Source: an optimization exercise on an open RTL-to-GDS flow (aim: small area, a short achievable clock period and few clock cycles per item). Production flows keep margins and buffers that such runs may drop.
The RTL was checked by simulation tests, not by an equivalence proof against the original design.

Design mandel_iter_pipe, start of the top module:
module mandel_iter_pipe #(
    parameter int WIDTH  = 16,
    parameter int FRAC   = 13,
    parameter int ITER_W = 8,
    parameter int STAGES = 4
) (
    input  logic              Clk,
    input  logic              Reset,
    input  logic              in_valid,
    output logic              in_ready,
    input  logic [WIDTH-1:0]  in_x,
    input  logic [WIDTH-1:0]  in_y,
    input  logic [WIDTH-1:0]  in_c1,
    input  logic [WIDTH-1:0]  in_c2,
    input  logic [ITER_W-1:0] in_div,
    input  logic              in_done,
    input  logic [ITER_W-1:0] max_iter,
    output logic              out_valid,
    input  logic              out_ready,
    output logic [WIDTH-1:0]  out_x,
    output logic [WIDTH-1:0]  out_y,
    output logic [WIDTH-1:0]  out_c1,
    output logic [WIDTH-1:0]  out_c2,
    output logic [ITER_W-1:0] out_div,
    output logic              out_done
);
    localparam int PW = 4 * WIDTH + ITER_W + 1;    
    logic          v_q [STAGES+1];
    logic [PW-1:0] b_q [STAGES+1];
    logic          en;
    assign en       = out_ready | ~out_valid;
    assign in_ready = en;
    always_ff @(posedge Clk or posedge Reset) begin
        if (Reset) begin
            v_q[0] <= 1'b0;
        end else if (en) begin
            v_q[0] <= in_valid;
        end
    end
    always_ff @(posedge Clk) begin
        if (en) begin
            b_q[0] <= {in_x, in_y, in_c1, in_c2, in_div, in_done};
        end
    end
    genvar s;
    generate
        for (s = 0; s < STAGES; s++) begin : g_iter
            logic [15:0] nx, ny;
            logic [7:0]  ndiv;
            logic        ndone;
            mandel_step u_step (
  ...
For scale: roughly 6900 cells after synthesis, ~160 I/O pins, roughly 72000 µm² of cells after synthesis.
Settings: LEC_CHECK=0, CAP_MARGIN=20, CORE_MARGIN=2, CORE_UTILIZATION=40, SLEW_MARGIN=20, TNS_END_PERCENT=10; clock period 14.0 ns.
standard.sh (not shown) runs the stock make flow with config.mk's settings and CLKGATE_MAP_FILE= SYNTH_SCRIPT=/design/flow/synth_recipe.tcl, a recipe that flattens the netlist after the stock synthesis.
==> flow/flow/run.sh <==
#!/bin/bash
set -euo pipefail
MARGIN=${MARGIN:-6.5}
R=orfs/results/sky130hd/mandel_iter_pipe/base
bash standard.sh SETUP_SLACK_MARGIN=$MARGIN synth > standard_synth.log 2>&1
python3 flow/polarity.py $R/1_2_yosys.v $R/1_2_yosys_pol.v "$FLOW_HOME/platforms/sky130hd/lib/sky130_fd_sc_hd__tt_025C_1v80.lib" > polarity.log 2>&1
mv $R/1_2_yosys_pol.v $R/1_2_yosys.v
rm -f $R/1_synth.odb $R/1_synth.sdc
bash standard.sh SETUP_SLACK_MARGIN=$MARGIN finish > standard_make.log 2>&1
Other scripts of this flow, unchanged in this note and not shown: flow/flow/polarity.py
Testbench counts at the start, summed over its fixed seeds: cycles 3,240, items 3,200.
Edit:
- CTS_BUF_LIST: default -> sky130_fd_sc_hd__clkbuf_4 sky130_fd_sc_hd__clkbuf_8
- TNS_END_PERCENT: 10 -> default
- non-clock buffer count went up by 15
- synthesized area is unchanged
- setup slack degrades by 0.033 ns
- cell area hardly moves
- routed wire length went up by 0.84%
- die area is unchanged
- sequential share of layout area is about the same


mandel_iter_pipe again, from the RTL that the note above started with.
## mandel_iter_pipe
module mandel_iter_pipe #(
    parameter int WIDTH  = 16,
    parameter int FRAC   = 13,
    parameter int ITER_W = 8,
    parameter int STAGES = 4
) (
    input  logic              Clk,
    input  logic              Reset,
    input  logic              in_valid,
    output logic              in_ready,
    input  logic [WIDTH-1:0]  in_x,
    input  logic [WIDTH-1:0]  in_y,
    input  logic [WIDTH-1:0]  in_c1,
    input  logic [WIDTH-1:0]  in_c2,
    input  logic [ITER_W-1:0] in_div,
    input  logic              in_done,
    input  logic [ITER_W-1:0] max_iter,
    output logic              out_valid,
    input  logic              out_ready,
    output logic [WIDTH-1:0]  out_x,
    output logic [WIDTH-1:0]  out_y,
    output logic [WIDTH-1:0]  out_c1,
    output logic [WIDTH-1:0]  out_c2,
    output logic [ITER_W-1:0] out_div,
    output logic              out_done
);
export LEC_CHECK = 0
export CAP_MARGIN = 20
export CORE_MARGIN = 2
export CORE_UTILIZATION = 40
export SLEW_MARGIN = 20
create_clock -name core_clock -period 14.0 [get_ports {Clk}]
==> flow/flow/run.sh <==
#!/bin/bash
set -euo pipefail
MARGIN=${MARGIN:-7}
R=orfs/results/sky130hd/mandel_iter_pipe/base
bash standard.sh SETUP_SLACK_MARGIN=$MARGIN synth > standard_synth.log 2>&1
python3 flow/polarity.py $R/1_2_yosys.v $R/1_2_yosys_pol.v "$FLOW_HOME/platforms/sky130hd/lib/sky130_fd_sc_hd__tt_025C_1v80.lib" > polarity.log 2>&1
mv $R/1_2_yosys_pol.v $R/1_2_yosys.v
rm -f $R/1_synth.odb $R/1_synth.sdc
bash standard.sh SETUP_SLACK_MARGIN=$MARGIN finish > standard_make.log 2>&1
Other scripts of this flow, unchanged in this note and not shown: flow/flow/polarity.py
The first run completed without violations.
Testbench counts at the start, summed over its fixed seeds: cycles 3,240, items 3,200.
Edit:
--- a/flow/flow/run.sh
+++ b/flow/flow/run.sh
@@ -2,3 +2,3 @@
 set -euo pipefail
-MARGIN=${MARGIN:-7}
+MARGIN=${MARGIN:-6.5}
 R=orfs/results/sky130hd/mandel_iter_pipe/base
=> Area after synthesis stays the same. Final area is lower by 4.7%. First-iteration DRC count is lower by 7.1%. Worst setup slack is worse by 99 ps.


mandel_iter_pipe again, from the RTL that the note above started with.
==> flow/design.v (excerpt) <==
module mandel_iter_pipe #(
    parameter int WIDTH  = 16,
    parameter int FRAC   = 13,
    parameter int ITER_W = 8,
    parameter int STAGES = 4
) (
    input  logic              Clk,
    input  logic              Reset,
    input  logic              in_valid,
    output logic              in_ready,
    input  logic [WIDTH-1:0]  in_x,
    input  logic [WIDTH-1:0]  in_y,
    input  logic [WIDTH-1:0]  in_c1,
    input  logic [WIDTH-1:0]  in_c2,
    input  logic [ITER_W-1:0] in_div,
    input  logic              in_done,
    input  logic [ITER_W-1:0] max_iter,
    output logic              out_valid,
    input  logic              out_ready,
    output logic [WIDTH-1:0]  out_x,
    output logic [WIDTH-1:0]  out_y,
    output logic [WIDTH-1:0]  out_c1,
    output logic [WIDTH-1:0]  out_c2,
    output logic [ITER_W-1:0] out_div,
    output logic              out_done
);
export LEC_CHECK = 0
export CAP_MARGIN = 20
export CORE_MARGIN = 2
export CORE_UTILIZATION = 40
export SLEW_MARGIN = 20
export TNS_END_PERCENT = 30
create_clock -name core_clock -period 14.0 [get_ports {Clk}]
==> flow/flow/run.sh <==
#!/bin/bash
set -euo pipefail
MARGIN=${MARGIN:-6.5}
R=orfs/results/sky130hd/mandel_iter_pipe/base
bash standard.sh SETUP_SLACK_MARGIN=$MARGIN synth > standard_synth.log 2>&1
python3 flow/polarity.py $R/1_2_yosys.v $R/1_2_yosys_pol.v "$FLOW_HOME/platforms/sky130hd/lib/sky130_fd_sc_hd__tt_025C_1v80.lib" > polarity.log 2>&1
mv $R/1_2_yosys_pol.v $R/1_2_yosys.v
rm -f $R/1_synth.odb $R/1_synth.sdc
bash standard.sh SETUP_SLACK_MARGIN=$MARGIN finish > standard_make.log 2>&1
Other scripts of this flow, unchanged in this note and not shown: flow/flow/polarity.py
The first run completed without violations.
Testbench counts at the start, summed over its fixed seeds: cycles 3,240, items 3,200.
Rerun with:
--- a/flow/flow/run.sh
+++ b/flow/flow/run.sh
@@ -2,3 +2,3 @@
 set -euo pipefail
-MARGIN=${MARGIN:-6.5}
+MARGIN=${MARGIN:-7}
 R=orfs/results/sky130hd/mandel_iter_pipe/base
--- a/flow/config.mk
+++ b/flow/config.mk
@@ -7,2 +7,3 @@
 export LEC_CHECK = 0
+export ABC_AREA = 1
 export CAP_MARGIN = 20
@@ -11,2 +12 @@
 export SLEW_MARGIN = 20
-export TNS_END_PERCENT = 30
=>
- The new run completed without violations
- cell count is higher by 24%
- worst hold slack degrades by 7.0 ps
Rerun with:
--- a/flow/flow/run.sh
+++ b/flow/flow/run.sh
@@ -2,3 +2,3 @@
 set -euo pipefail
-MARGIN=${MARGIN:-7}
+MARGIN=${MARGIN:-7.5}
 R=orfs/results/sky130hd/mandel_iter_pipe/base
Fmax goes up by about 0.9%.
Non-clock buffer count climbs by 79.
Wire length increases by 3.0%.
Design area came out higher by about 2.5%.
Die area does not change.
Worst setup slack improved by 60 ps.
Flip-flop and latch count does not change.
Via count is higher by 0.54%.
Count of clock-buffer cells in the layout stays the same.

static timing again, ports no longer ideal:
In the flow no input, the clock included, has a driving cell. The finished layouts below were timed again as built, in two steps. Step 1: set_driving_cell puts a clkbuf_16 on Clk and a buf_2 on each other input, an assumption about the parent block. Step 2 times the ports against the registers' clock, not the clock port: input delays grow and output delays shrink by t, the midpoint of the rising clock arrivals with the driver on. Slacks: no drivers / after step 1 / after step 2; pairs: no drivers / after step 1.
run | t, ns | setup slack, ns | worst slew at a driven data input, ns | pins driven straight from the clock port
the first run of note 1 | 0.750 | 6.627 / 6.620 / 6.620 | 0.08 | 1
the second run of note 1 | 0.843 | 6.594 / 6.570 / 6.570 | 0.08 | 1
the first run of note 2 | 0.747 | 6.649 / 6.649 / 6.649 | 0.08 | 1
the second run of note 2 | 0.750 | 6.550 / 6.550 / 6.550 | 0.08 | 1
the first run of note 3 | 0.751 | 6.635 / 6.622 / 6.622 | 0.08 | 1
the second run of note 3 | 0.768 | 6.927 / 6.927 / 6.927 | 0.14 | 1
the third run of note 3 | 0.776 | 6.987 / 6.987 / 6.987 | 0.07 | 1
After both steps setup and hold are still met in every run listed. The setup slack of the second run of note 1, which loses most, moves by -0.024 ns with the drivers and by -0.024 ns with both steps.
